Background: an optimization exercise with open tools, aiming at small area and a short achievable clock period. Do not read the settings as production practice. Function was checked by simulation only, so behaviour that the tests miss may differ from the original. No activity file was given, so power comes from the tool's default toggle rates.

==> flow/config.mk <==
export PLATFORM = sky130hd
export DESIGN_NAME = inst_queue
export DESIGN_NICKNAME = inst_queue
export VERILOG_FILES = /design/flow/design.v
export SDC_FILE = /design/flow/constraint.sdc
export NUM_CORES = 4
export LEC_CHECK = 0
export CAP_MARGIN = 20
export CORE_MARGIN = 2
export CORE_UTILIZATION = 40
export SLEW_MARGIN = 20
==> flow/constraint.sdc <==
create_clock -name core_clock -period 6.0 [get_ports {clk}]
set_input_delay 1.2000 -clock core_clock [delete_from_list [all_inputs] [get_ports {clk}]]
set_output_delay 1.2000 -clock core_clock [all_outputs]
set_load 0.01 [all_outputs]
==> flow/design.v <==
package inst_queue_pkg;
    localparam int INST_W      = 32;
    localparam int PC_W        = 32;
    localparam int GROUP_W     = 128;
    localparam int FETCH_WIDTH = 4;
    function automatic int slot_lsb(input int slot);
        slot_lsb = GROUP_W - INST_W * (slot + 1);
    endfunction
    function automatic int slot_valid_bit(input int slot);
        slot_valid_bit = FETCH_WIDTH - 1 - slot;
    endfunction
    typedef struct packed {
        logic [PC_W-1:0]   pc;
        logic [INST_W-1:0] inst;
    } entry_t;
endpackage
import inst_queue_pkg::*;
module inst_compact
(
    input  logic [GROUP_W-1:0]     group,
    input  logic [FETCH_WIDTH-1:0] mask,
    input  logic [PC_W-1:0]        group_pc,
    output logic [FETCH_WIDTH-1:0][PC_W+INST_W-1:0] items,
    output logic [2:0]             n_items
);
    always_comb begin
        items   = '0;
        n_items = '0;
        for (int s = 0; s < FETCH_WIDTH; s++) begin
            if (mask[FETCH_WIDTH - 1 - s]) begin
                items[n_items[1:0]] = {group_pc + PC_W'(4 * s), group[GROUP_W - INST_W * (s + 1) +: INST_W]};
                n_items                  = n_items + 3'd1;
            end
        end
    end
endmodule
import inst_queue_pkg::*;
module inst_queue
#(
    parameter int DEPTH = 16,
    parameter int DEQ_W = 2
) (
    input  logic                  clk,
    input  logic                  rst,
    input  logic                  flush,
    input  logic [PC_W-1:0]       group_pc,
    input  logic [GROUP_W-1:0]    inst_group,
    input  logic [FETCH_WIDTH-1:0] inst_group_valid,
    input  logic                  pre_valid,
    output logic                  out_ready,
    output logic [DEQ_W*INST_W-1:0] deq_inst,
    output logic [DEQ_W*PC_W-1:0] deq_pc,
    output logic [DEQ_W-1:0]      deq_valid,
    input  logic                  next_ready
);
    localparam int PTR_W = $clog2(DEPTH);
    localparam int CNT_W = PTR_W + 1;
    localparam logic [PTR_W:0] ACCEPT_MAX = CNT_W'(DEPTH - FETCH_WIDTH);
    logic [PC_W+INST_W-1:0]   mem_q [DEPTH];   
    logic [PTR_W-1:0]         head_q, head_d;
    logic [PTR_W-1:0]         tail_q, tail_d;
    logic [PTR_W:0]           count_q, count_d;
    logic [FETCH_WIDTH-1:0][PC_W+INST_W-1:0] items;
    logic [2:0]               n_items;
    logic                     enq_fire;
    logic [PTR_W:0]           n_deq;
    inst_compact u_compact (
        .group    (inst_group),
        .mask     (inst_group_valid),
        .group_pc (group_pc),
        .items    (items),
        .n_items  (n_items)
    );
    assign out_ready = (count_q <= ACCEPT_MAX);
    assign enq_fire  = pre_valid && out_ready && !flush;
    always_comb begin
        deq_valid = '0;
        for (int k = 0; k < DEQ_W; k++) begin
            deq_valid[k]                = (count_q > CNT_W'(k));
            deq_inst[k*INST_W +: INST_W] = mem_q[head_q + PTR_W'(k)][INST_W-1:0];
            deq_pc[k*PC_W +: PC_W]       = mem_q[head_q + PTR_W'(k)][PC_W+INST_W-1:INST_W];
        end
    end
    always_comb begin
        n_deq = '0;
        if (next_ready) begin
            for (int k = 0; k < DEQ_W; k++) begin
                n_deq = n_deq + CNT_W'(deq_valid[k]);
            end
        end
        head_d  = head_q;
        tail_d  = tail_q;
        count_d = count_q;
        if (flush) begin
            head_d  = '0;
            tail_d  = '0;
            count_d = '0;
        end else begin
            head_d  = head_q + PTR_W'(n_deq);
            count_d = count_q - n_deq;
            if (enq_fire) begin
                tail_d  = tail_q + PTR_W'(n_items);
                count_d = count_d + CNT_W'(n_items);
            end
        end
    end
    always_ff @(posedge clk or negedge rst) begin
        if (!rst) begin
            head_q  <= '0;
            tail_q  <= '0;
            count_q <= '0;
        end else begin
            head_q  <= head_d;
            tail_q  <= tail_d;
            count_q <= count_d;
        end
    end
    always_ff @(posedge clk) begin
        for (int i = 0; i < FETCH_WIDTH; i++) begin
            if (enq_fire && (3'(i) < n_items)) begin
                mem_q[tail_q + PTR_W'(i)] <= items[i];
            end
        end
    end
endmodule
==> flow/run.sh <==
#!/bin/bash
# synth_recipe.tcl (not shown) runs the flow's synth.tcl, then flattens the netlist and writes it again
# the make line also repeats each setting of config.mk as NAME=value (left out here)
make -C /OpenROAD-flow-scripts/flow DESIGN_CONFIG=/design/flow/config.mk WORK_HOME=/design/flow/orfs CLKGATE_MAP_FILE= SYNTH_SCRIPT=/design/flow/synth_recipe.tcl finish
==> results.json <==
{
  "finalCriticalPeriod_ps": 5650,
  "synth_top_family_by_area": "compound AO/OA/AOI/OAI gates",
  "final_common_cell": "edfxtp_1",
  "final_util_pct": 46.9,
  "coreArea_sq_um": 203000,
  "grt_pass1_wl_mm": 682,
  "multi_input_area_sq_um": 46500,
  "synth_compound_area_share_pct": 28.7,
  "clockBufferDepth": 3,
  "cts_root_buf": "clkbuf_16",
  "crit_type": "reg2out",
  "grt_usage_pct": 47.3,
  "synthCells": 8030,
  "clk_latency_ps": 840,
  "die_y_um": 456,
  "synth_flop_cell": "edfxtp_1",
  "startpoint_type": "flip-flop",
  "yosys.area_share.simple_pct": 8.70,
  "drive_gt1_share_pct": 21.1,
  "dr.pass1.iters": 7,
  "fill_cells": 18500,
  "die-area_sq_um": 208000,
  "intPower_w": 0.0200,
  "postRouteAntennaNets": 0,
  "power_leakage_nw": 29.4,
  "grt_pass1_vias": 78600,
  "die_width_um": 456,
  "vias": 86000,
  "drc": 0,
  "initial_utilization_pct": 40.3,
  "htree_levels": 3,
  "syn_nets": 8231,
  "reg2reg_from": "tail_q[2]",
  "pwr-share-comb_pct": 47.3,
  "synthXorXnorAreaFrac_pct": 0.553,
  "synth_cell_types": 102,
  "yosysWarningCount": 2,
  "synth_edf_count": 1024,
  "rsz0062_at_grt": "no",
  "arrival_ps": 4450,
  "synth_mux_area_share_pct": 17.7,
  "setup_viol": 0,
  "slowest_delay_ps": 1080,
  "finalWorstSetupSlack_ps": 346,
  "relSlewSlack_pct": 14.2,
  "antenna_found_initial": 30,
  "status": "no timing/DRC/antenna violations",
  "yosys.area_share.adder_pct": 0.527,
  "overflow": 0,
  "max_slew.worst_pin.slew_ps": 1280,
  "min_from": "count_q[3]",
  "syn_area_sq_um": 81700,
  "endpoint_kind": "output pin",
  "area_growth_pct": 16.3,
  "cp_slowest_cell": "dfrtp_4",
  "hold_path_class": "reg2reg",
  "io_pins": 300,
  "cp-startpoint": "head_q[2]",
  "hold-worst-slack_ps": 709,
  "tritoncts": "done",
  "ir_drop_mv": 0.411,
  "hpwl_mm": 321,
  "drtIter0Drc": 18400,
  "switching_power_w": 0.0122,
  "ys_async_sr_fraction_pct": 1.25,
  "post_cts_buffers": 0,
  "slew_violations": 0,
  "synth-seq-cells": 1037,
  "cts_buffers": 121,
  "place_congestion": 1.03,
  "ff_latch_area_sq_um": 31100,
  "cts_sinks": 1037,
  "fmax_mhz": 177,
  "p_per_area_nw_per_um2": 339,
  "avgSynthCellArea_sq_um": 10.2,
  "fin_skew_ps": 49.1,
  "drv_cap": 0,
  "period_share_pct": 94.2,
  "wl_mm": 510,
  "clk_pin_slew_worst_paths_ps": 60,
  "crit_chain": "nand3_1 > xor2_4 > buf_4 > mux4_2 > clkdlybuf4s50_1",
  "wl_per_cell_um": 47.1,
  "grt_max_degree": 133,
  "holdBufCountCts": 0,
  "ys_seq_area_share_pct": 38.1,
  "swShare_pct": 37.8,
  "cp_max_fo": 28,
  "portBuffers": 299,
  "power_frac_seq_pct": 27.5,
  "final_nets": 8229,
  "crit_required_ps": 4800,
  "viasPerCell": 7.95,
  "final_cell_mix": "edfxtp_1, a211oi_1, a21oi_1",
  "dp_worst_setup_slack_ps": -62.9,
  "cts_resized": 0,
  "hold_viol_final": 0,
  "p_clk_share_pct": 25.2,
  "rows": 165
}
## cells in the mapped netlist (9+ instances only)
| cell type | instances | share of area (%) |
|---|---|---|
| a211oi_1 | 949 | 8.7 |
| a21o_1 | 9 | 0.083 |
| a21oi_1 | 827 | 5.1 |
| a221o_1 | 38 | 0.47 |
| a221oi_1 | 64 | 0.69 |
| a222oi_1 | 12 | 0.15 |
| a22o_1 | 83 | 0.89 |
| a22oi_1 | 334 | 3.1 |
| a31oi_1 | 18 | 0.14 |
| a32o_1 | 10 | 0.12 |
| and2_1 | 27 | 0.21 |
| and3_1 | 9 | 0.069 |
| and4_1 | 9 | 0.097 |
| buf_1 | 81 | 0.37 |
| buf_2 | 231 | 1.4 |
| buf_4 | 29 | 0.27 |
| clkbuf_1 | 766 | 3.5 |
| dfrtp_1 | 13 | 0.40 |
| edfxtp_1 | 1024 | 38 |
| ha_1 | 28 | 0.43 |
| inv_1 | 27 | 0.12 |
| mux4_2 | 640 | 18 |
| nand2_1 | 546 | 2.5 |
| nand2b_1 | 28 | 0.21 |
| nand3_1 | 52 | 0.32 |
| nand4_1 | 26 | 0.20 |
| nor2_1 | 726 | 3.3 |
| nor2b_1 | 18 | 0.14 |
| nor3_1 | 34 | 0.21 |
| nor4_1 | 25 | 0.19 |
| nor4_2 | 12 | 0.18 |
| nor4_4 | 11 | 0.29 |
| o2111ai_1 | 13 | 0.14 |
| o211ai_1 | 185 | 1.7 |
| o21a_1 | 10 | 0.092 |
| o21ai_0 | 444 | 2.7 |
| o21ai_1 | 103 | 0.63 |
| o221ai_1 | 80 | 0.86 |
| o22ai_1 | 254 | 1.9 |
| or3_1 | 11 | 0.084 |
| or4_1 | 19 | 0.17 |
| xnor2_1 | 36 | 0.39 |
| xor2_1 | 10 | 0.11 |
## logic make-up (layout without fill, tap and decap cells)
group / Yosys count / after routing
AO/OA/AOI/OAI: 3527 / 3527
AND/OR/NAND/NOR: 1595 / 1595
flip-flops: 1037 / 1037
other: 0 / 24
multiplexers: 648 / 648
buffers and inverters: 1142 / 1242
XOR/XNOR: 49 / 49
adder cells (fa/ha/maj): 32 / 32
## layout make-up
class | count | share of cell area (%)
multi-input combinational | 5851 | 49.0
clock inverter | 95 | 1.16
sequential | 1037 | 32.7
inverter | 30 | 0.119
tap | 2672 | 3.52
antenna | 24 | 0.0632
timing repair buffer | 987 | 10.2
clock buffer | 130 | 3.22
## through the flow
stage | instances | power [W] | TNS (ps) | area (sq um)
finish | 10800 | 0.0322 | 0 | 95000
global route | 10800 | 0.0328 | 0 | 94900
CTS | 10800 | 0.0317 | 0 | 94900
detailed placement | 10600 | 0.0237 | -2000 | 90700
global placement | 10600 | 0.0236 | -239 | 90700
floorplan | 8030 | 0.0180 | -93310 | 81700
## worst max-delay path: cells and delay by family (launching register included)
kind                   cells  cell delay [ps]
flip-flops                 1             1080
buffers and inverters      2             1600
multiplexers               1              340
XOR/XNOR                   1              240
AND/OR/NAND/NOR            1              330
## path summary, 6_finish.rpt
| kind | to | slack, ps | cells after the start |
|---|---|---|---|
| max | deq_pc[46] | 350 | 5 |
| min | count_q[3] | 710 | 3 |
| max reg2reg | mem_q[0][58] | 940 | 10 |
| min reg2reg | count_q[3] | 710 | 3 |
| max in group asynchronous | head_q[1] | 4470 | 1 |
| min in group asynchronous | head_q[0] | 870 | 1 |
## routing by layer
layer,GRT usage (%),share of wire (%)
met3,19.8,17
met4,29.5,7.7
met5,0.115,0.13
met1,62.2,36
met2,64.0,40
## power by group through the flow
stage	logic, W	registers (W)	clock network (W)
5_1_grt	0.0156	0.00889	0.00828
2_1_floorplan	0.00916	0.00880	0
6_report	0.0152	0.00886	0.00809
3_5_place_dp	0.0147	0.00900	0
4_1_cts	0.0148	0.00885	0.00802
3_3_place_gp	0.0147	0.00898	0
## flip-flops by register name, indices dropped and copies added (netlist names)
| signal | flops |
|---|---|
| mem_q | 1024 |
| count_q | 5 |
| head_q | 4 |
| tail_q | 4 |

## afterwards: timing with drivers on the ports
The flow's constraints put no driver on any port. The routed layout listed below was extracted and timed again, unchanged, in two steps.
Step 1: set_driving_cell puts a clkbuf_16 on clk and a buf_2 on each other input, an assumption about the parent block.
Step 2, shift: input delay + t, output delay - t, t = (earliest + latest rising clock arrival at the registers) / 2. This alone moves slack from input paths to output paths.
Slacks: no drivers / after step 1 / after step 2; pairs: no drivers / after step 1.
t, ns: 0.923
setup slack, ns: 0.346 / 0.247 / -0.285
worst setup path after step 2: input to register
Met with ideal ports but missed after step 2: setup timing in this run. For this run, drivers alone change the setup slack by -0.099 ns; drivers and shift together by -0.631 ns.
